This design comes from an exercise in tuning for a short achievable clock period and few clock cycles on the open sky130 flow, not from production work.
Only simulation tests tie the RTL to the original design; equivalence was not proved.
Power and IR drop assume default switching activity.

==> flow/design.v <==
package cpu_core_pkg;
    typedef struct packed {
        logic add;
        logic sub;
        logic land;
        logic lor;
        logic lxor;
        logic loadi;
        logic cmplt;
        logic store;
    } ex_op_t;
endpackage
package cpu_isa_pkg;
    typedef enum logic [5:0] {
        NOP   = 6'd0,
        ADD   = 6'd1,
        SUB   = 6'd2,
        AND   = 6'd3,
        OR    = 6'd4,
        XOR   = 6'd5,
        LOADI = 6'd6,
        STORE = 6'd7,
        CMPLT = 6'd8,
        JUMP  = 6'd9,
        JUMPF = 6'd10
    } opcode_e;
    typedef struct packed {
        logic [16-1:0]       value;
        logic                            highlow;
        logic [3-1:0] dest;
        logic [3-1:0] src_b;
        logic [3-1:0] src_a;
        opcode_e                         opcode;
    } alu_instr_t;
    typedef struct packed {
        logic [23-1:0]    target;
        logic [3-1:0] flag_sel;
        opcode_e                         opcode;
    } jump_instr_t;
    typedef union packed {
        alu_instr_t  alu;
        jump_instr_t jump;
    } instr_u;
endpackage
`timescale 1ns/1ns
module cpu_fetch (
    input  logic                       clock,
    input  logic                       reset,
    input  logic [32-1:0] data_in,
    input  logic                       jump_taken,
    input  logic [32-1:0] jump_target,
    input  logic                       redirect,
    input  logic [32-1:0] redirect_pc,
    input  logic                       store_active,
    input  logic [32-1:0] store_address,
    input  logic [32-1:0] store_data,
    output cpu_isa_pkg::instr_u        instruction,
    output logic [32-1:0] instruction_pc,
    output logic                       instruction_go,
    output logic [32-1:0] address,
    output logic [32-1:0] data_out,
    output logic                       rw
);
    localparam int IB = 5;
    localparam int LB = 1;
    localparam int NE = 1 << IB;
    localparam int NL = 1 << (IB - LB);
    localparam int CW = 24;
    localparam int TW = CW - IB;
    localparam int AW = 32;
    localparam int DW = 32;
    logic [NE-1:0]          c_valid;
    logic [NL-1:0][TW-1:0]  c_tag;
    logic [NE-1:0][DW-1:0]  c_data;
    logic [DW-1:0]          ir;
    logic                   ir_valid;
    logic                   retry;
    logic [AW-1:0]          ir_pc;
    logic [AW-1:0]          seq_pc;
    logic [AW-1:0]          addr_q;
    logic [DW-1:0]          dout_q;
    logic                   rw_q;
    logic                   bus_read;
    logic [AW-1:0]          fill_addr;
    logic                   fill_valid;
    logic [AW-1:0]          pf_pc;
    logic                   bus_write;
    assign bus_write = ~rw_q;
    logic          last_write;
    logic [AW-1:0] last_write_addr;
    logic          ir_stale;
    assign ir_stale = ir_valid & ((store_active & (store_address == ir_pc)) |
                                  (bus_write & (addr_q == ir_pc)) |
                                  (last_write & (last_write_addr == ir_pc)));
    assign instruction_go = ir_valid & ~ir_stale & ~redirect;
    logic [AW-1:0]  sq_pc, sq_pc_inc, seq_pc_inc;
    logic           s_chit, t_chit;
    logic [DW-1:0]  s_cdata, t_cdata;
    logic           s_fhit, t_fhit;
    assign seq_pc_inc = seq_pc + AW'(1);
    assign sq_pc      = retry ? ir_pc : seq_pc;
    assign sq_pc_inc  = retry ? seq_pc : seq_pc_inc;
    cpu_icache_read #(.IB(IB), .LB(LB), .CW(CW)) i_look_seq (
        .c_valid (c_valid), .c_tag (c_tag), .c_data (c_data),
        .addr (sq_pc), .hit (s_chit), .data (s_cdata));
    cpu_icache_read #(.IB(IB), .LB(LB), .CW(CW)) i_look_tgt (
        .c_valid (c_valid), .c_tag (c_tag), .c_data (c_data),
        .addr (jump_target), .hit (t_chit), .data (t_cdata));
    assign s_fhit = fill_valid & (fill_addr == sq_pc);
    assign t_fhit = fill_valid & (fill_addr == jump_target);
    logic           n_hit;
    logic [DW-1:0]  n_word;
    logic [AW-1:0]  n_pc;
    logic [AW-1:0]  n_pc_inc;
    logic           n_inflight;
    logic [AW-1:0] target_inc, redirect_inc;
    assign target_inc   = jump_target + AW'(1);
    assign redirect_inc = redirect_pc + AW'(1);
    always_comb
    begin
        if (redirect)
        begin
            n_pc       = redirect_pc;
            n_pc_inc   = redirect_inc;
            n_hit      = 1'b0;
            n_word     = data_in;
            n_inflight = 1'b1;
        end
        else if (jump_taken)
        begin
            n_pc       = jump_target;
            n_pc_inc   = target_inc;
            n_hit      = t_chit | t_fhit;
            n_word     = t_fhit ? data_in : t_cdata;
            n_inflight = bus_read & (addr_q == jump_target);
        end
        else if (ir_stale)
        begin
            n_pc       = ir_pc;
            n_pc_inc   = sq_pc;
            n_hit      = 1'b0;
            n_word     = data_in;
            n_inflight = 1'b0;
        end
        else
        begin
            n_pc       = sq_pc;
            n_pc_inc   = sq_pc_inc;
            n_hit      = s_chit | s_fhit;
            n_word     = s_fhit ? data_in : s_cdata;
            n_inflight = bus_read & (addr_q == sq_pc);
        end
    end
    logic need;
    logic need_q;
    assign need = ~n_hit & ~n_inflight;
    logic           pf_j_valid;
    logic [AW-1:0]  pf_j_from;
    localparam int DB = 12;
    logic [DB-1:0]  pf_j_skip;
    logic [DB-1:0]  pf_dist;
    logic           pf_behind;
    logic           pf_ok;
    logic           pf_behind_q;
    logic           pf_ok_q;
    logic [AW-1:0]  pf_addr;
    logic           pf_follow;
    logic           pf_j_done;
    assign pf_dist   = pf_pc[DB-1:0] - seq_pc[DB-1:0] - (pf_j_valid ? pf_j_skip : DB'(0));
    assign pf_behind = pf_behind_q;
    assign pf_ok     = pf_ok_q;
    always_ff @(posedge clock)
    begin
        if (reset)
        begin
            pf_behind_q <= 1'b0;
            pf_ok_q     <= 1'b0;
        end
        else
        begin
            pf_behind_q <= pf_dist[DB-1];
            pf_ok_q     <= pf_dist[DB-1] | (pf_dist < DB'(16));
        end
    end
    logic fill_near;
    assign pf_follow = fill_valid & fill_near & ~pf_j_valid &
                       (data_in[5:0] == cpu_isa_pkg::JUMP);
    assign pf_j_done = pf_j_valid & jump_taken & (ir_pc == pf_j_from);
    logic [AW-1:0] pf_follow_to, pf_follow_inc, pf_pc_inc, pf_addr_inc;
    assign pf_follow_to  = {{(AW-23){1'b0}}, data_in[31:9]};
    assign pf_follow_inc = {{(AW-23){1'b0}}, data_in[31:9]} + AW'(1);
    assign pf_pc_inc     = pf_pc + AW'(1);
    always_comb
    begin
        if (pf_follow)
        begin
            pf_addr     = pf_follow_to;
            pf_addr_inc = pf_follow_inc;
        end
        else if (pf_behind)
        begin
            pf_addr     = seq_pc;
            pf_addr_inc = seq_pc_inc;
        end
        else
        begin
            pf_addr     = pf_pc;
            pf_addr_inc = pf_pc_inc;
        end
    end
    always_ff @(posedge clock)
    begin
        if (reset)
        begin
            ir          <= '0;
            ir_valid    <= 1'b0;
            retry       <= 1'b1;
            ir_pc       <= '0;
            seq_pc      <= AW'(1);
            addr_q      <= '0;
            dout_q      <= '0;
            rw_q        <= 1'b1;
            bus_read    <= 1'b1;
            fill_addr   <= '0;
            fill_valid  <= 1'b0;
            pf_pc       <= AW'(1);
            pf_j_valid  <= 1'b0;
            pf_j_from   <= '0;
            pf_j_skip   <= '0;
            fill_near   <= 1'b0;
            need_q      <= 1'b0;
            last_write  <= 1'b0;
            last_write_addr <= '0;
        end
        else
        begin
            ir_valid <= n_hit;
            retry    <= ~n_hit;
            ir       <= n_word;
            ir_pc    <= n_pc;
            seq_pc   <= n_pc_inc;
            need_q   <= need;
            last_write      <= bus_write;
            last_write_addr <= addr_q;
            fill_valid <= bus_read;
            fill_addr  <= addr_q;
            if (pf_follow)
            begin
                pf_j_valid <= 1'b1;
                pf_j_from  <= fill_addr;
                pf_j_skip  <= pf_follow_to[DB-1:0] - fill_addr[DB-1:0];
            end
            else if (pf_j_done)
                pf_j_valid <= 1'b0;
            if (store_active)
            begin
                addr_q      <= store_address;
                dout_q      <= store_data;
                rw_q        <= 1'b0;
                bus_read    <= 1'b0;
                fill_near   <= ~pf_follow;
                if (pf_follow)
                    pf_pc <= pf_addr;
            end
            else if (need_q)
            begin
                addr_q      <= sq_pc;
                rw_q        <= 1'b1;
                bus_read    <= 1'b1;
                pf_pc       <= sq_pc_inc;
                pf_j_valid  <= 1'b0;
                fill_near   <= 1'b0;
            end
            else if (pf_follow | pf_ok)
            begin
                addr_q      <= pf_addr;
                rw_q        <= 1'b1;
                bus_read    <= 1'b1;
                pf_pc       <= pf_addr_inc;
                fill_near   <= ~pf_follow & ~pf_behind;
                if (pf_behind & ~pf_follow)
                    pf_j_valid <= 1'b0;
            end
            else
            begin
                rw_q        <= 1'b1;
                bus_read    <= 1'b0;
                fill_near   <= ~pf_follow;
                if (pf_follow)
                    pf_pc <= pf_addr;
            end
        end
    end
    logic [NL-1:0] fill_line, store_line, fill_same;
    logic [NE-1:0] fill_sel, store_sel;
    logic          fill_ok, store_ok;
    assign fill_ok  = fill_valid & (fill_addr[AW-1:CW] == '0);
    assign store_ok = bus_write & (addr_q[AW-1:CW] == '0);
    always_comb
    begin
        for (int l = 0; l < NL; l++)
        begin
            fill_line[l]  = fill_ok & (fill_addr[IB-1:LB] == (IB-LB)'(l));
            fill_same[l]  = (c_tag[l] == fill_addr[CW-1:IB]);
            store_line[l] = store_ok & (addr_q[IB-1:LB] == (IB-LB)'(l)) &
                            (c_tag[l] == addr_q[CW-1:IB]);
        end
        for (int i = 0; i < NE; i++)
        begin
            store_sel[i] = store_line[i >> LB] & (addr_q[LB-1:0] == LB'(i)) & c_valid[i];
            fill_sel[i]  = fill_line[i >> LB] & (fill_addr[LB-1:0] == LB'(i)) &
                           ~(bus_write & (addr_q[IB-1:0] == IB'(i)));
        end
    end
    always_ff @(posedge clock)
    begin
        if (reset)
        begin
            c_valid <= '0;
        end
        else
        begin
            for (int i = 0; i < NE; i++)
            begin
                if (fill_sel[i])
                    c_valid[i] <= 1'b1;
                else if (fill_line[i >> LB] & ~fill_same[i >> LB])
                    c_valid[i] <= 1'b0;
            end
        end
    end
    always_ff @(posedge clock)
    begin
        for (int l = 0; l < NL; l++)
        begin
            if (fill_line[l])
                c_tag[l] <= fill_addr[CW-1:IB];
        end
        for (int i = 0; i < NE; i++)
        begin
            if (fill_sel[i])
                c_data[i] <= data_in;
            else if (store_sel[i])
                c_data[i] <= dout_q;
        end
    end
    assign instruction    = ir;
    assign instruction_pc = ir_pc;
    assign address        = addr_q;
    assign data_out       = dout_q;
    assign rw             = rw_q;
endmodule
module cpu_icache_read #(
    parameter int IB = 6,
    parameter int LB = 2,
    parameter int CW = 24
) (
    input  logic [(1<<IB)-1:0]                      c_valid,
    input  logic [(1<<(IB-LB))-1:0][CW-IB-1:0]      c_tag,
    input  logic [(1<<IB)-1:0][32-1:0] c_data,
    input  logic [32-1:0]              addr,
    output logic                                    hit,
    output logic [32-1:0]              data
);
    localparam int NE = 1 << IB;
    localparam int NL = 1 << (IB - LB);
    logic [NL-1:0] match;
    logic          low;
    logic          word_valid;
    assign low        = (addr[32-1:CW] == '0);
    assign word_valid = c_valid[addr[IB-1:0]];
    always_comb
    begin
        data = '0;
        for (int l = 0; l < NL; l++)
            match[l] = (addr[IB-1:LB] == (IB-LB)'(l)) & (c_tag[l] == addr[CW-1:IB]);
        for (int i = 0; i < NE; i++)
            data = data | ({32{addr[IB-1:0] == IB'(i)}} & c_data[i]);
    end
    assign hit = low & word_valid & (|match);
endmodule
`timescale 1ns/1ns
module cpu_regfile (
    input  logic                           clock,
    input  logic                           reset,
    input  logic [3-1:0] read_a_index,
    input  logic [3-1:0] read_b_index,
    input  logic [3-1:0] flag_index,
    output logic [32-1:0]      read_a_data,
    output logic [32-1:0]      read_b_data,
    output logic                            flag_data,
    input  logic                            write_enable,
    input  logic [3-1:0] write_index,
    input  logic [32-1:0]      write_data,
    input  logic                            write_flag
);
    logic [32-1:0] regs  [8];
    logic                       flags [8];
    always_ff @(posedge clock)
    begin
        if (reset)
        begin
            for (int i = 0; i < 8; i++)
            begin
                regs[i]  <= '0;
                flags[i] <= 1'b0;
            end
        end
        else if (write_enable)
        begin
            regs[write_index]  <= write_data;
            flags[write_index] <= write_flag;
        end
    end
    assign read_a_data = (write_enable & (write_index == read_a_index)) ? write_data
                                                                        : regs[read_a_index];
    assign read_b_data = (write_enable & (write_index == read_b_index)) ? write_data
                                                                        : regs[read_b_index];
    assign flag_data   = (write_enable & (write_index == flag_index)) ? write_flag
                                                                      : flags[flag_index];
endmodule
`timescale 1ns/1ns
module cpu_execute (
    input  logic                            clock,
    input  logic                            reset,
    input  cpu_isa_pkg::instr_u             instruction,
    input  logic [32-1:0]      instruction_pc,
    input  logic                            instruction_go,
    output logic [3-1:0] read_a_index,
    output logic [3-1:0] read_b_index,
    output logic [3-1:0] flag_index,
    input  logic [32-1:0]      read_a_data,
    input  logic [32-1:0]      read_b_data,
    input  logic                            flag_data,
    output logic                            write_enable,
    output logic [3-1:0] write_index,
    output logic [32-1:0]      write_data,
    output logic                            write_flag,
    output logic                            jump_taken,
    output logic [32-1:0]      jump_target,
    output logic                            redirect,
    output logic [32-1:0]      redirect_pc,
    output logic                            store_active,
    output logic [32-1:0]      store_address,
    output logic [32-1:0]      store_data
);
    localparam int DW = 32;
    localparam int AW = 32;
    localparam int RW = 3;
    cpu_isa_pkg::alu_instr_t  alu;
    cpu_isa_pkg::jump_instr_t jmp;
    cpu_isa_pkg::opcode_e     opcode;
    assign alu    = instruction.alu;
    assign jmp    = instruction.jump;
    assign opcode = alu.opcode;
    assign read_a_index = alu.src_a;
    assign read_b_index = alu.src_b;
    assign flag_index   = jmp.flag_sel;
    cpu_core_pkg::ex_op_t rd_op;
    assign rd_op.add   = (opcode == cpu_isa_pkg::ADD);
    assign rd_op.sub   = (opcode == cpu_isa_pkg::SUB);
    assign rd_op.land  = (opcode == cpu_isa_pkg::AND);
    assign rd_op.lor   = (opcode == cpu_isa_pkg::OR);
    assign rd_op.lxor  = (opcode == cpu_isa_pkg::XOR);
    assign rd_op.loadi = (opcode == cpu_isa_pkg::LOADI);
    assign rd_op.cmplt = (opcode == cpu_isa_pkg::CMPLT);
    assign rd_op.store = (opcode == cpu_isa_pkg::STORE);
    logic rd_writes;
    assign rd_writes = rd_op.add | rd_op.sub | rd_op.land | rd_op.lor |
                       rd_op.lxor | rd_op.loadi | rd_op.cmplt;
    cpu_core_pkg::ex_op_t ex_op;
    logic                 ex_we;
    logic [RW-1:0]        ex_dst;
    logic [DW-1:0]        ex_a;
    logic [DW-1:0]        ex_b;
    logic                 ex_fwd_a;
    logic                 ex_fwd_b;
    logic [DW-1:0]        ex_imm;
    logic                 ex_chk;
    logic                 ex_guess;
    logic [AW-1:0]        ex_alt;
    logic                 wb_we;
    logic [RW-1:0]        wb_dst;
    logic [DW-1:0]        wb_res;
    logic                 wb_flag;
    logic rd_is_jump, rd_is_jumpf, rd_hazard, rd_guess, rd_flag;
    assign rd_is_jump  = (opcode == cpu_isa_pkg::JUMP);
    assign rd_is_jumpf = (opcode == cpu_isa_pkg::JUMPF);
    assign jump_target = {{(AW-23){1'b0}}, jmp.target};
    assign rd_hazard   = ex_we & (ex_dst == jmp.flag_sel);
    assign rd_guess    = (jump_target < instruction_pc);
    assign rd_flag     = rd_hazard ? (rd_guess & ~ex_op.loadi) : flag_data;
    assign jump_taken  = instruction_go & (rd_is_jump | (rd_is_jumpf & rd_flag));
    logic [DW-1:0] rd_imm;
    assign rd_imm = alu.highlow ? {alu.value, {16{1'b0}}}
                                : {{16{1'b0}}, alu.value};
    always_ff @(posedge clock)
    begin
        if (reset)
        begin
            ex_op    <= '0;
            ex_we    <= 1'b0;
            ex_chk   <= 1'b0;
        end
        else
        begin
            ex_op    <= instruction_go ? rd_op : '0;
            ex_we    <= instruction_go & rd_writes;
            ex_chk   <= instruction_go & rd_is_jumpf & rd_hazard & ~ex_op.loadi;
        end
    end
    always_ff @(posedge clock)
    begin
        ex_dst   <= alu.dest;
        ex_a     <= read_a_data;
        ex_b     <= read_b_data;
        ex_fwd_a <= ex_we & (ex_dst == alu.src_a);
        ex_fwd_b <= ex_we & (ex_dst == alu.src_b);
        ex_imm   <= rd_imm;
        ex_guess <= rd_guess;
        ex_alt   <= rd_guess ? instruction_pc + AW'(1) : jump_target;
    end
    logic [DW-1:0] a, b;
    assign a = ex_fwd_a ? wb_res : ex_a;
    assign b = ex_fwd_b ? wb_res : ex_b;
    logic [3:0][DW-1:0] pa, pb;
    logic [3:0]         pk;
    assign pa[0] = ex_a;   assign pb[0] = ex_b;
    assign pa[1] = wb_res; assign pb[1] = ex_b;
    assign pa[2] = ex_a;   assign pb[2] = wb_res;
    assign pa[3] = wb_res; assign pb[3] = wb_res;
    assign pk    = {ex_fwd_a & ex_fwd_b, ~ex_fwd_a & ex_fwd_b,
                    ex_fwd_a & ~ex_fwd_b, ~ex_fwd_a & ~ex_fwd_b};
    logic [DW-1:0] result;
    logic          result_flag;
    always_comb
    begin
        logic [DW:0]   sum;
        logic [DW:0]   diff;
        logic [DW-1:0] l_and, l_or, l_xor;
        result      = {DW{ex_op.loadi}} & ex_imm;
        result_flag = 1'b0;
        for (int k = 0; k < 4; k++)
        begin
            sum   = {1'b0, pa[k]} + {1'b0, pb[k]};
            diff  = {1'b0, pa[k]} - {1'b0, pb[k]};
            l_and = pa[k] & pb[k];
            l_or  = pa[k] | pb[k];
            l_xor = pa[k] ^ pb[k];
            result = result |
                     ({DW{pk[k] & ex_op.add}}  & sum[DW-1:0])  |
                     ({DW{pk[k] & ex_op.sub}}  & diff[DW-1:0]) |
                     ({DW{pk[k] & ex_op.land}} & l_and)        |
                     ({DW{pk[k] & ex_op.lor}}  & l_or)         |
                     ({DW{pk[k] & ex_op.lxor}} & l_xor)        |
                     {{(DW-1){1'b0}}, pk[k] & ex_op.cmplt & diff[DW]};
            result_flag = result_flag |
                          (pk[k] & ((ex_op.add & sum[DW]) |
                                    ((ex_op.sub | ex_op.cmplt) & diff[DW]) |
                                    (ex_op.land & ~|l_and) |
                                    (ex_op.lor  & ~|l_or)  |
                                    (ex_op.lxor & ~|l_xor)));
        end
    end
    always_ff @(posedge clock)
    begin
        if (reset)
            wb_we <= 1'b0;
        else
            wb_we <= ex_we;
    end
    always_ff @(posedge clock)
    begin
        wb_dst  <= ex_dst;
        wb_res  <= result;
        wb_flag <= result_flag;
    end
    assign redirect    = ex_chk & (wb_flag != ex_guess);
    assign redirect_pc = ex_alt;
    assign store_active  = ex_op.store;
    assign store_address = b;
    assign store_data    = a;
    assign write_enable = wb_we;
    assign write_index  = wb_dst;
    assign write_data   = wb_res;
    assign write_flag   = wb_flag;
endmodule
`timescale 1ns/1ns
module cpu (
    input  logic                       clock,
    input  logic                       reset,
    input  logic [32-1:0] data_in,
    output logic [32-1:0] data_out,
    output logic [32-1:0] address,
    output logic                       rw
);
    cpu_isa_pkg::instr_u             instruction;
    logic [32-1:0]      instruction_pc;
    logic                            instruction_go;
    logic                            jump_taken;
    logic [32-1:0]      jump_target;
    logic                            redirect;
    logic [32-1:0]      redirect_pc;
    logic                            store_active;
    logic [32-1:0]      store_address;
    logic [32-1:0]      store_data;
    logic [3-1:0] read_a_index;
    logic [3-1:0] read_b_index;
    logic [3-1:0] flag_index;
    logic [32-1:0]      read_a_data;
    logic [32-1:0]      read_b_data;
    logic                            flag_data;
    logic                            write_enable;
    logic [3-1:0] write_index;
    logic [32-1:0]      write_data;
    logic                            write_flag;
    cpu_fetch i_fetch (
        .clock          (clock),
        .reset          (reset),
        .data_in        (data_in),
        .jump_taken     (jump_taken),
        .jump_target    (jump_target),
        .redirect       (redirect),
        .redirect_pc    (redirect_pc),
        .store_active   (store_active),
        .store_address  (store_address),
        .store_data     (store_data),
        .instruction    (instruction),
        .instruction_pc (instruction_pc),
        .instruction_go (instruction_go),
        .address        (address),
        .data_out       (data_out),
        .rw             (rw)
    );
    cpu_regfile i_regfile (
        .clock        (clock),
        .reset        (reset),
        .read_a_index (read_a_index),
        .read_b_index (read_b_index),
        .flag_index   (flag_index),
        .read_a_data  (read_a_data),
        .read_b_data  (read_b_data),
        .flag_data    (flag_data),
        .write_enable (write_enable),
        .write_index  (write_index),
        .write_data   (write_data),
        .write_flag   (write_flag)
    );
    cpu_execute i_execute (
        .clock          (clock),
        .reset          (reset),
        .instruction    (instruction),
        .instruction_pc (instruction_pc),
        .instruction_go (instruction_go),
        .read_a_index   (read_a_index),
        .read_b_index   (read_b_index),
        .flag_index     (flag_index),
        .read_a_data    (read_a_data),
        .read_b_data    (read_b_data),
        .flag_data      (flag_data),
        .write_enable   (write_enable),
        .write_index    (write_index),
        .write_data     (write_data),
        .write_flag     (write_flag),
        .jump_taken     (jump_taken),
        .jump_target    (jump_target),
        .redirect       (redirect),
        .redirect_pc    (redirect_pc),
        .store_active   (store_active),
        .store_address  (store_address),
        .store_data     (store_data)
    );
endmodule
==> flow/run.sh <==
#!/bin/bash
# synth_recipe.tcl (not shown) runs the flow's synth.tcl, then flattens the netlist and writes it again
# the make line also repeats each setting of config.mk as NAME=value (left out here)
make -C /OpenROAD-flow-scripts/flow DESIGN_CONFIG=/design/flow/config.mk WORK_HOME=/design/flow/orfs CLKGATE_MAP_FILE= SYNTH_SCRIPT=/design/flow/synth_recipe.tcl finish
==> flow/config.mk <==
export PLATFORM = sky130hd
export DESIGN_NAME = cpu
export DESIGN_NICKNAME = cpu
export VERILOG_FILES = /design/flow/design.v
export SDC_FILE = /design/flow/constraint.sdc
export NUM_CORES = 4
export LEC_CHECK = 0
export ABC_CLOCK_PERIOD_IN_PS = 1000
export CAP_MARGIN = 20
export CORE_MARGIN = 2
export CORE_UTILIZATION = 30
export PLACE_DENSITY = 0.45
export SETUP_SLACK_MARGIN = 1.0
export SLEW_MARGIN = 20
export TNS_END_PERCENT = 100
==> flow/constraint.sdc <==
create_clock -name core_clock -period 5.0 [get_ports {clock}]
set_input_delay 1.0000 -clock core_clock [delete_from_list [all_inputs] [get_ports {clock}]]
set_output_delay 1.0000 -clock core_clock [all_outputs]
set_load 0.01 [all_outputs]
==> results.toml, run 1 <==
[timing]
worst_pin_slew_ns = 1.357
final_max_slew_viol_count = 0
fmax_ghz = 0.2368
max-slew-margin-rel_pct = 9.339
whs_ns = 0.4075
fin_crit_sh_pct = 84.45
fin_crit_ns = 4.222
rsz0062_at_grt = "yes"
worst_clock_skew_ns = 0.09648
setup_viol = 0
setup_tns_ns = 0
hold_viol = 0

[critical_path]
rr_endpoint = "i_fetch.c_data[224]"
startpoint = "i_fetch.fill_valid"
cp_max_fo = 18
end_kind = "flip-flop"
slowest_delay_ns = 0.79
critPathTopFamily = "simple AND/OR/NAND/NOR gates"
slowest_stage = "dfxtp_1"
worstSetupPathType = "flip-flop to flip-flop"
r2r_cells = 6
critPathBufInv = 1
crit_arrival_ns = 4.78
crit_chain = "and4b_2 -> nand3_1 -> nor3_4 -> o211a_4 -> a31o_4 -> buf_4"
worstReg2RegStart = "i_fetch.fill_valid"
start_kind = "flip-flop"
rrSetupSlack_ns = 0.78
critPathRequiredTime_ns = 5.56

[power_and_ir_drop]
switching_share_pct = 45.89
clkPwrFrac_pct = 25.1
p_per_area_mw_per_mm2 = 497.3
p_int_uw = 42720
ir_drop_v = 0.0003684
comb_power_share_pct = 46.6
switchingPower_uw = 36240
power_leakage_uw = 0.05694
p_seq_share_pct = 28.4
total_power_uw = 78960

[synthesis]
synth_nets = 13460
synth_edf_count = 1592
ys_ff_latch = 2084
yosys_warnings = 4
synth_top_area_cell = "edfxtp_1"
ys_types = 87
avgSynthCellArea_um2 = 10.39
netlist_top_cells_area = "edfxtp_1, mux2_2, dfxtp_1"
ys.flop_type = "edfxtp_1"
ys_async_sr_fraction_pct = 0
yosysSeqAreaShare_pct = 42.47
yosysTopAreaCellShare_pct = 35.21
syn_inst = 13070
synth_area_mm2 = 0.1358

[floorplanning]
rows = 247
fp.dieArea_mm2 = 0.4579
io-pin-count = 99
initial_core_util_pct = 30.07
core_mm2 = 0.4515
die_x_um = 676.7
dieHeight_um = 676.7

[global_route]
grt_pass1_wl_um = 1106000
overflow = 0
grt_max_degree = 113
grt_pass1_vias = 118900
antenna_found_initial = 53
grt_util_all_layers_pct = 34.96

[placement]
placedCellCount = 18750
gp_congestion = 1.027
portBuffers = 98
hpwl_um = 562500

[clocking]
clock-sinks = 2084
clockBufferDepth = 4
cts_made_buffers = 269
clk-insertion-delay-late_ns = 1.02
clk_pin_slew_ns = 0.06
cts_root_buf = "clkbuf_16"
h-tree-depth = 5
cts_tree = "built"

[route]
num_vias = 127500
wl_um = 839100
wl_met2_um = 345700
drc = 0
postRouteAntennaNets = 0
drt_iter0_markers = 22190
via_per_inst = 6.604
dr_wl_met3_um = 99760
wl_met1_um = 321400
top_layer_used = "met5"
wl_per_cell_um = 43.48
drtPass1Iterations = 9

[hold_path]
min_to = "i_execute.wb_dst[2]"
min_from = "i_execute.ex_dst[2]"
hp-class = "flip-flop to flip-flop"
whs_path_depth = 0

[final_layout]
finish.utilization_pct = 35.17
syn_to_final_growth_pct = 16.96
drive_above_1_share_pct = 21.91
layout.nets = 13470
fin_cells = 19300

[flow_run]
cap_violations = 0

[outcome]
outcome = "no timing/DRC/antenna violations"
## worst max-delay path by stage
stage	end	slack (ns)	cells after the start
floorplan	i_execute.wb_res[29]	1.06	13
global placement	i_fetch.ir[16]	0.12	14
detailed placement	i_fetch.ir[22]	0.09	14
CTS	i_fetch.pf_pc[31]	1.00	10
global route	i_execute.wb_res[29]	0.94	12
finish	i_fetch.c_data[224]	0.78	6
## power by group through the flow
stage | combinational (uW) | sequential [uW] | clock, uW
CTS | 34600 | 22200 | 19900
global placement | 34200 | 22700 | 0
global route | 37500 | 22400 | 20500
finish | 36800 | 22400 | 19800
floorplan | 19200 | 21000 | 0
detailed placement | 34000 | 22600 | 0
## final cells by class
class	instances	area, um^2
inverter	288	1109
tap	5976	7477
sequential	2084	57800
timing repair buffer	1013	9338
clock inverter	125	1220
fill	45310	292700
clock buffer	355	7318
antenna	38	95.09
multi-input combinational	9422	74430
## what timing repair did
item / 4_1_cts / 5_1_grt
setup endpoints to repair: 138 / 110
hold buffers: 0 / 0
pin swaps: 8 / 16
gates resized for setup: 69 / 93
buffers inserted: 12 / 19
## cells in the mapped netlist, types with 56 or more instances
cell and n:
ha_1 343, inv_1 249, xnor2_1 770, buf_1 216, mux2i_1 360, nand2_1 531
a22oi_1 700, nor4_1 437, buf_2 71, dfxtp_1 492, clkbuf_1 985, nor3_1 392
a222oi_1 61, o22ai_1 141, a211oi_1 125, nand3_1 299, mux2_2 1010, mux4_2 84
o21ai_0 284, nor2_1 696, nor2b_1 104, a22o_1 133, a21oi_1 481, nand4_1 376
xor2_1 918, o211ai_1 59, a221oi_1 266, o21bai_1 56, edfxtp_1 1592
## placed cells by master (no fill, tap or decap), drive strengths merged, types with 266 or more instances in the layout
cell / n
buf: 934
nor3: 393
nor4: 437
nand2: 531
o21ai: 291
nand3: 299
edfxtp: 1592
a21oi: 481
xnor2: 770
mux2i: 360
dfxtp: 492
clkbuf: 355
mux2: 1010
a221oi: 266
xor2: 918
nor2: 697
ha: 343
a22oi: 700
nand4: 376
## kinds of logic (layout without fill, tap and decap cells)
kind of cell / Yosys count / after routing / share of synthesized area (%)
AND/OR/NAND/NOR: 3129 / 3129 / 11.63
AO/OA/AOI/OAI: 2791 / 2791 / 14.78
flip-flops: 2084 / 2084 / 42.47
XOR/XNOR: 1688 / 1688 / 10.89
buffers and inverters: 1563 / 1781 / 4.395
multiplexers: 1454 / 1454 / 12.43
adder cells (fa/ha/maj): 360 / 360 / 3.412
other: 0 / 38 / 0
## metal layers
metal / GRT usage, % / up-vias
met1: 45.11 / 64230
met4: 23.65 / 37
li1: - / 49640
met3: 9.614 / 2962
met5: 0.02083 / -
met2: 50.80 / 10600
## metrics by stage
step / setup slack (ns) / instance area, um^2
final: 0.7775 / 158800
after CTS: 1.001 / 158100
after floorplan: 1.057 / 135800
after detailed placement: 0.08846 / 149200
after global routing: 0.9444 / 158700
after global placement: 0.1152 / 149100
## registers in the layout, summed over array words and instances (netlist names), 32 cells and up
name                     count
i_fetch.c_data            1024
i_fetch.dout_q              32
i_fetch.ir_pc               32
i_fetch.addr_q              32
i_fetch.last_write_addr     32
i_fetch.ir                  32
i_execute.ex_b              32
i_regfile.regs             256
i_execute.ex_imm            32
i_execute.wb_res            32
i_fetch.pf_j_from           32
i_execute.ex_alt            32
i_fetch.c_tag              304
i_fetch.seq_pc              32
i_fetch.c_valid             32
i_fetch.pf_pc               32
i_execute.ex_a              32
Testbench counts, summed over its fixed seeds: cycles 23,413.
==> run 2: changes to the inputs <==
--- a/flow/design.v
+++ b/flow/design.v
@@ -63,4 +63,4 @@
 );
-    localparam int IB = 5;
-    localparam int LB = 1;
+    localparam int IB = 4;
+    localparam int LB = 2;
     localparam int NE = 1 << IB;
@@ -102,9 +102,22 @@
     assign sq_pc_inc  = retry ? seq_pc : seq_pc_inc;
-    cpu_icache_read #(.IB(IB), .LB(LB), .CW(CW)) i_look_seq (
+    cpu_icache_read2 #(.IB(IB), .LB(LB), .CW(CW)) i_look_seq (
         .c_valid (c_valid), .c_tag (c_tag), .c_data (c_data),
-        .addr (sq_pc), .hit (s_chit), .data (s_cdata));
-    cpu_icache_read #(.IB(IB), .LB(LB), .CW(CW)) i_look_tgt (
+        .addr0 (seq_pc), .addr1 (ir_pc), .use1 (retry),
+        .hit (s_chit), .data (s_cdata));
+    localparam int NG = IB / 2;
+    logic [NG-1:0][3:0] tgt_pd;
+    always_ff @(posedge clock)
+    begin
+        for (int g = 0; g < NG; g++)
+        begin
+            if (reset)
+                tgt_pd[g] <= 4'b0001;
+            else
+                tgt_pd[g] <= 4'b0001 << n_word[9 + 2*g +: 2];
+        end
+    end
+    cpu_icache_read_pd #(.IB(IB), .LB(LB), .CW(CW)) i_look_tgt (
         .c_valid (c_valid), .c_tag (c_tag), .c_data (c_data),
-        .addr (jump_target), .hit (t_chit), .data (t_cdata));
-    assign s_fhit = fill_valid & (fill_addr == sq_pc);
+        .addr (jump_target), .sel (tgt_pd), .hit (t_chit), .data (t_cdata));
+    assign s_fhit = fill_valid & (retry ? (fill_addr == ir_pc) : (fill_addr == seq_pc));
     assign t_fhit = fill_valid & (fill_addr == jump_target);
@@ -150,3 +163,3 @@
             n_word     = s_fhit ? data_in : s_cdata;
-            n_inflight = bus_read & (addr_q == sq_pc);
+            n_inflight = bus_read & (retry ? (addr_q == ir_pc) : (addr_q == seq_pc));
         end
@@ -181,3 +194,3 @@
             pf_behind_q <= pf_dist[DB-1];
-            pf_ok_q     <= pf_dist[DB-1] | (pf_dist < DB'(16));
+            pf_ok_q     <= pf_dist[DB-1] | (pf_dist < DB'(6));
         end
@@ -293,7 +306,10 @@
     end
-    logic [NL-1:0] fill_line, store_line, fill_same;
+    logic [NL-1:0] fill_line, fill_same;
     logic [NE-1:0] fill_sel, store_sel;
-    logic          fill_ok, store_ok;
+    logic          fill_ok;
     assign fill_ok  = fill_valid & (fill_addr[AW-1:CW] == '0);
-    assign store_ok = bus_write & (addr_q[AW-1:CW] == '0);
+    logic [NL-1:0] store_line_d, store_line_q;
+    logic          store_low, fill_store_same;
+    assign store_low       = (store_address[AW-1:CW] == '0);
+    assign fill_store_same = (fill_addr[CW-1:IB] == store_address[CW-1:IB]);
     always_comb
@@ -302,6 +318,8 @@
         begin
-            fill_line[l]  = fill_ok & (fill_addr[IB-1:LB] == (IB-LB)'(l));
-            fill_same[l]  = (c_tag[l] == fill_addr[CW-1:IB]);
-            store_line[l] = store_ok & (addr_q[IB-1:LB] == (IB-LB)'(l)) &
-                            (c_tag[l] == addr_q[CW-1:IB]);
+            fill_line[l]    = fill_ok & (fill_addr[IB-1:LB] == (IB-LB)'(l));
+            fill_same[l]    = (c_tag[l] == fill_addr[CW-1:IB]);
+            store_line_d[l] = store_active & store_low &
+                              (store_address[IB-1:LB] == (IB-LB)'(l)) &
+                              (fill_line[l] ? fill_store_same
+                                            : (c_tag[l] == store_address[CW-1:IB]));
         end
@@ -309,3 +327,3 @@
         begin
-            store_sel[i] = store_line[i >> LB] & (addr_q[LB-1:0] == LB'(i)) & c_valid[i];
+            store_sel[i] = bus_write & store_line_q[i >> LB] & (addr_q[LB-1:0] == LB'(i));
             fill_sel[i]  = fill_line[i >> LB] & (fill_addr[LB-1:0] == LB'(i)) &
@@ -317,2 +335,9 @@
         if (reset)
+            store_line_q <= '0;
+        else
+            store_line_q <= store_line_d;
+    end
+    always_ff @(posedge clock)
+    begin
+        if (reset)
         begin
@@ -381,2 +406,82 @@
 endmodule
+module cpu_icache_read2 #(
+    parameter int IB = 6,
+    parameter int LB = 2,
+    parameter int CW = 24
+) (
+    input  logic [(1<<IB)-1:0]                      c_valid,
+    input  logic [(1<<(IB-LB))-1:0][CW-IB-1:0]      c_tag,
+    input  logic [(1<<IB)-1:0][32-1:0] c_data,
+    input  logic [32-1:0]              addr0,
+    input  logic [32-1:0]              addr1,
+    input  logic                                    use1,
+    output logic                                    hit,
+    output logic [32-1:0]              data
+);
+    localparam int NE = 1 << IB;
+    localparam int NL = 1 << (IB - LB);
+    logic [IB-1:0] idx;
+    logic [NL-1:0] eq0, eq1, match;
+    logic          low;
+    logic          word_valid;
+    assign idx        = use1 ? addr1[IB-1:0] : addr0[IB-1:0];
+    assign low        = use1 ? (addr1[32-1:CW] == '0)
+                             : (addr0[32-1:CW] == '0);
+    assign word_valid = c_valid[idx];
+    always_comb
+    begin
+        data = '0;
+        for (int l = 0; l < NL; l++)
+        begin
+            eq0[l]   = (c_tag[l] == addr0[CW-1:IB]);
+            eq1[l]   = (c_tag[l] == addr1[CW-1:IB]);
+            match[l] = (idx[IB-1:LB] == (IB-LB)'(l)) & (use1 ? eq1[l] : eq0[l]);
+        end
+        for (int i = 0; i < NE; i++)
+            data = data | ({32{idx == IB'(i)}} & c_data[i]);
+    end
+    assign hit = low & word_valid & (|match);
+endmodule
+module cpu_icache_read_pd #(
+    parameter int IB = 6,
+    parameter int LB = 2,
+    parameter int CW = 24
+) (
+    input  logic [(1<<IB)-1:0]                      c_valid,
+    input  logic [(1<<(IB-LB))-1:0][CW-IB-1:0]      c_tag,
+    input  logic [(1<<IB)-1:0][32-1:0] c_data,
+    input  logic [32-1:0]              addr,
+    input  logic [IB/2-1:0][3:0]                    sel,
+    output logic                                    hit,
+    output logic [32-1:0]              data
+);
+    localparam int NE = 1 << IB;
+    localparam int NL = 1 << (IB - LB);
+    localparam int NG = IB / 2;
+    logic [NE-1:0] word_sel;
+    logic [NL-1:0] line_sel;
+    logic [NL-1:0] match;
+    logic          low;
+    assign low = (addr[32-1:CW] == '0);
+    always_comb
+    begin
+        for (int i = 0; i < NE; i++)
+        begin
+            word_sel[i] = 1'b1;
+            for (int g = 0; g < NG; g++)
+                word_sel[i] = word_sel[i] & sel[g][(i >> (2*g)) & 3];
+        end
+        for (int l = 0; l < NL; l++)
+        begin
+            line_sel[l] = 1'b1;
+            for (int g = LB / 2; g < NG; g++)
+                line_sel[l] = line_sel[l] & sel[g][((l << LB) >> (2*g)) & 3];
+            match[l] = line_sel[l] & (c_tag[l] == addr[CW-1:IB]);
+        end
+        data = '0;
+        for (int i = 0; i < NE; i++)
+            data = data | ({32{word_sel[i]}} & c_data[i]);
+    end
+    assign hit = low & (|(word_sel & c_valid)) & (|match);
+endmodule
 `timescale 1ns/1ns
@@ -525,3 +630,3 @@
     assign b = ex_fwd_b ? wb_res : ex_b;
-    logic [3:0][DW-1:0] pa, pb;
+    logic [2:0][DW-1:0] pa, pb;
     logic [3:0]         pk;
@@ -530,5 +635,8 @@
     assign pa[2] = ex_a;   assign pb[2] = wb_res;
-    assign pa[3] = wb_res; assign pb[3] = wb_res;
     assign pk    = {ex_fwd_a & ex_fwd_b, ~ex_fwd_a & ex_fwd_b,
                     ex_fwd_a & ~ex_fwd_b, ~ex_fwd_a & ~ex_fwd_b};
+    logic [DW-1:0] l_and, l_or, l_xor;
+    assign l_and = a & b;
+    assign l_or  = a | b;
+    assign l_xor = a ^ b;
     logic [DW-1:0] result;
@@ -539,18 +647,18 @@
         logic [DW:0]   diff;
-        logic [DW-1:0] l_and, l_or, l_xor;
-        result      = {DW{ex_op.loadi}} & ex_imm;
-        result_flag = 1'b0;
-        for (int k = 0; k < 4; k++)
-        begin
-            sum   = {1'b0, pa[k]} + {1'b0, pb[k]};
-            diff  = {1'b0, pa[k]} - {1'b0, pb[k]};
-            l_and = pa[k] & pb[k];
-            l_or  = pa[k] | pb[k];
-            l_xor = pa[k] ^ pb[k];
+        result      = ({DW{ex_op.loadi}} & ex_imm) |
+                      ({DW{ex_op.land}}  & l_and)  |
+                      ({DW{ex_op.lor}}   & l_or)   |
+                      ({DW{ex_op.lxor}}  & l_xor)  |
+                      ({DW{pk[3] & ex_op.add}} & {wb_res[DW-2:0], 1'b0});
+        result_flag = (ex_op.land & ~|l_and) |
+                      (ex_op.lor  & ~|l_or)  |
+                      (ex_op.lxor & ~|l_xor) |
+                      (pk[3] & ex_op.add & wb_res[DW-1]);
+        for (int k = 0; k < 3; k++)
+        begin
+            sum  = {1'b0, pa[k]} + {1'b0, pb[k]};
+            diff = {1'b0, pa[k]} - {1'b0, pb[k]};
             result = result |
-                     ({DW{pk[k] & ex_op.add}}  & sum[DW-1:0])  |
-                     ({DW{pk[k] & ex_op.sub}}  & diff[DW-1:0]) |
-                     ({DW{pk[k] & ex_op.land}} & l_and)        |
-                     ({DW{pk[k] & ex_op.lor}}  & l_or)         |
-                     ({DW{pk[k] & ex_op.lxor}} & l_xor)        |
+                     ({DW{pk[k] & ex_op.add}} & sum[DW-1:0])  |
+                     ({DW{pk[k] & ex_op.sub}} & diff[DW-1:0]) |
                      {{(DW-1){1'b0}}, pk[k] & ex_op.cmplt & diff[DW]};
@@ -558,6 +666,3 @@
                           (pk[k] & ((ex_op.add & sum[DW]) |
-                                    ((ex_op.sub | ex_op.cmplt) & diff[DW]) |
-                                    (ex_op.land & ~|l_and) |
-                                    (ex_op.lor  & ~|l_or)  |
-                                    (ex_op.lxor & ~|l_xor)));
+                                    ((ex_op.sub | ex_op.cmplt) & diff[DW])));
         end
--- a/flow/config.mk
+++ b/flow/config.mk
@@ -10,4 +10,3 @@
 export CORE_MARGIN = 2
-export CORE_UTILIZATION = 30
-export PLACE_DENSITY = 0.45
+export CORE_UTILIZATION = 35
 export SETUP_SLACK_MARGIN = 1.0
==> results.toml, run 2 <==
[final_layout]
multi_input_area_mm2 = 0.05059
area.sequential_mm2 = 0.03555
fin_cells = 12460
layout_common_cells = "edfxtp_1, nor2_1, mux2_2"
drive_above_1_share_pct = 19.60
layout.nets = 9300
largest_register = "i_fetch.c_data"
fill_cells = 24700
reg.largest.list = "i_fetch.c_data (512), i_regfile.regs (256), i_fetch.c_tag (80)"
syn_to_final_growth_pct = 14.84
largest_reg_flops = 512
final_common_cell = "edfxtp_1"

[critical_path]
critPathBufInv = 3
critPathTopFamily = "buffers and inverters"
critPathRequiredTime_ns = 5.71
start_kind = "flip-flop"
slowest_delay_ns = 0.73
crit_chain = "buf_4 -> nand3_1 -> o21a_1 -> buf_4 -> nor2_4 -> buf_4 -> a221oi_1 -> nand4_1 -> mux2_2 -> a21oi_1 -> a211oi_4"
path_depth = 11
critPathMostFrequentCell = "buf_4"
worstSetupPathType = "flip-flop to flip-flop"
slowest_stage = "nor2_4"
r2r_cells = 11
cp_max_fo = 17
end_kind = "flip-flop"
crit_arrival_ns = 4.90

[clocking]
cts_made_buffers = 163
ctsHoldBuffers = 0
clock-sinks = 1344
cts_tree = "built"
clockBufferDepth = 3
clk-insertion-delay-late_ns = 0.88
clk_pin_slew_ns = 0.06
h-tree-depth = 4
cts_root_buf = "clkbuf_16"

[route]
wl_um = 433500
drc = 0
postRouteAntennaNets = 0
num_vias = 81820
wl_per_cell_um = 34.79
drtPass1Iterations = 9
via_per_inst = 6.567
drt_iter0_markers = 12970

[synthesis]
netlist_top_cells_area = "edfxtp_1, dfxtp_1, mux2_2"
ys.flop_type = "edfxtp_1"
yosysMostFrequentCell = "edfxtp_1"
syn_inst = 8966
synth_nets = 9324
synth_commonest_cells = "edfxtp_1, clkbuf_1, nor2_1"
ys_ff_latch = 1344
avgSynthCellArea_um2 = 9.971
yosysSeqAreaShare_pct = 39.68
yosys_warnings = 5
synth_area_mm2 = 0.08940
synth_top_area_cell = "edfxtp_1"
ys_async_sr_fraction_pct = 0
synth_edf_count = 856
yosysTopAreaCellShare_pct = 28.75
ys_types = 104

[timing]
rsz0062_at_grt = "yes"
worst_pin_slew_ns = 1.353
fin_crit_ns = 4.197
fin_crit_sh_pct = 83.94
layout_setup_ws_ns = 0.8032
setup_viol = 0
fmax_ghz = 0.2383
max-slew-margin-rel_pct = 9.282
final_max_slew_viol_count = 0
worst_clock_skew_ns = 0.1070
hold_viol = 0

[hold_path]
whs_path_depth = 0
hp-class = "flip-flop to flip-flop"

[power_and_ir_drop]
comb_power_share_pct = 47.6
power_leakage_uw = 0.03766
ir_drop_v = 0.0003885
clkPwrFrac_pct = 24.1
p_per_area_mw_per_mm2 = 504.4
switchingPower_uw = 23240
p_int_uw = 28530
switching_share_pct = 44.89
p_seq_share_pct = 28.3

[placement]
gp_congestion = 1.037
portBuffers = 98
post-place-ws_ns = 0.2379
hpwl_um = 294700
placedCellCount = 12120

[outcome]
outcome = "no timing/DRC/antenna violations"

[global_route]
grt_max_degree = 91
grt_pass1_vias = 76850
grt_pass1_wl_um = 597900
grt_util_all_layers_pct = 32.12
overflow = 0
antenna_found_initial = 21

[floorplanning]
dieHeight_um = 509.4
die_x_um = 509.4
fp.dieArea_mm2 = 0.2595
initial_core_util_pct = 35.17
rows = 185
io-pin-count = 99
core_mm2 = 0.2542

[flow_run]
cap_violations = 0
[run 2: cell count changes after synthesis, moves of 225 or more]
cell      delta
edfxtp_1   -736
clkbuf_1   -331
xnor2_1    -313
a22oi_1    -486
mux2_2     -475
xor2_1     -556
nor4_1     -225
[run 2: metal layers]
| layer | wire length [um] | track usage (%) |
|---|---|---|
| met5 | 116 | 0 |
| met4 | 32710 | 19.55 |
| met3 | 52440 | 8.107 |
| met1 | 166000 | 42.11 |
| met2 | 182200 | 47.46 |
[run 2: worst register-to-register path: stages, from the launching register on]
cell and delay [ns]:
dfxtp_1 0.48, buf_4 0.32, nand3_1 0.14, o21a_1 0.35
buf_4 0.30, nor2_4 0.73, buf_4 0.55, a221oi_1 0.17
nand4_1 0.24, mux2_2 0.20, a21oi_1 0.09, a211oi_4 0.50
[run 2: cell type report]
cell class                      instances  share of cell area [%]
Antenna cell                           12                 0.02925
Clock buffer                          207                   4.324
Clock inverter                         97                   1.087
Inverter                              288                   1.086
Multi-Input combinational cell       6499                   49.28
Sequential cell                      1344                   34.63
Tap cell                             3366                   4.102
Timing Repair Buffer                  646                   5.463
[run 2: path summary, 6_finish.rpt]
path                                          start                   to  slack (ns)
worst max-delay path               i_fetch.ir_pc[3]       i_fetch.ir[25]        0.80
worst max register to register     i_fetch.ir_pc[3]       i_fetch.ir[25]        0.80
worst min register to register  i_execute.ex_dst[0]  i_execute.wb_dst[0]        0.40
worst min-delay path            i_execute.ex_dst[0]  i_execute.wb_dst[0]        0.40
[run 2: repair_timing]
action	4_1_cts	5_1_grt
resized for setup	54	66
setup buffers	9	8
setup endpoints to repair	117	52
gates cloned	1	0
pin swaps	6	12
hold endpoints to repair	0	0
[run 2: power by group through the flow]
| stage | clock network [uW] | registers, uW | logic (uW) |
|---|---|---|---|
| floorplan | 0 | 14100 | 14600 |
| global placement | 0 | 14700 | 23200 |
| detailed placement | 0 | 14800 | 23300 |
| CTS | 12600 | 14500 | 23600 |
| global route | 12900 | 14700 | 25800 |
| finish | 12500 | 14600 | 24600 |
[run 2: metrics by stage]
stage | total power [uW] | utilization [%] | hold slack [ns] | cell area (um^2) | TNS (ns)
floorplan | 28700 | - | 0.3540 | 89450 | 0
global placement | 37980 | 37.91 | 0.3842 | 96350 | -0.02094
detailed placement | 38060 | 37.94 | 0.3802 | 96430 | 0
CTS | 50690 | 40.24 | 0.3982 | 102300 | 0
global route | 53470 | 40.38 | 0.4151 | 102600 | 0
finish | 51780 | 40.39 | 0.4001 | 102700 | 0
[run 2: logic make-up (layout without fill, tap and decap cells)]
logic type	count (synthesis)	after routing	share of synthesized area [%]
buf+inv	1124	1238	4.910
xor+xnor	819	819	8.024
compound gates	2109	2110	16.71
simple gates	2332	2332	12.80
fa+ha+maj	324	324	4.686
other cells	0	12	0
mux	914	914	13.19
flops	1344	1344	39.68
Testbench counts of run 2, summed over its fixed seeds: cycles 28,522.

re-timing with driven ports:
The results above use ideal ports. As a check the final layouts listed here were re-extracted and re-timed, cells and wires unchanged. Step 1 (the two cells are an assumption about what drives the block):
set clk [get_ports {clock}]
set_driving_cell -lib_cell sky130_fd_sc_hd__clkbuf_16 $clk
set_driving_cell -lib_cell sky130_fd_sc_hd__buf_2 [delete_from_list [all_inputs] $clk]
Step 2 adds t to the input delays and takes it off the output delays; t is the mean of the earliest and latest rising clock arrival at the registers after step 1. Input paths then give back, and output paths get back, about the clock's delay inside the block. a / b / c = ideal / step 1 / step 2; a / b = the first two.
| run | t, ns | slack for setup (ns) | worst setup path after step 2 |
|---|---|---|---|
| run 1 | 1.092 | 0.778 / 0.778 / 0.483 | input to register |
| run 2 | 0.914 | 0.803 / 0.803 / 0.596 | input to register |
After both steps setup and hold are still met in every run listed. The setup slack of run 1, which loses most, moves by 0.000 ns with the drivers and by -0.295 ns with both steps.
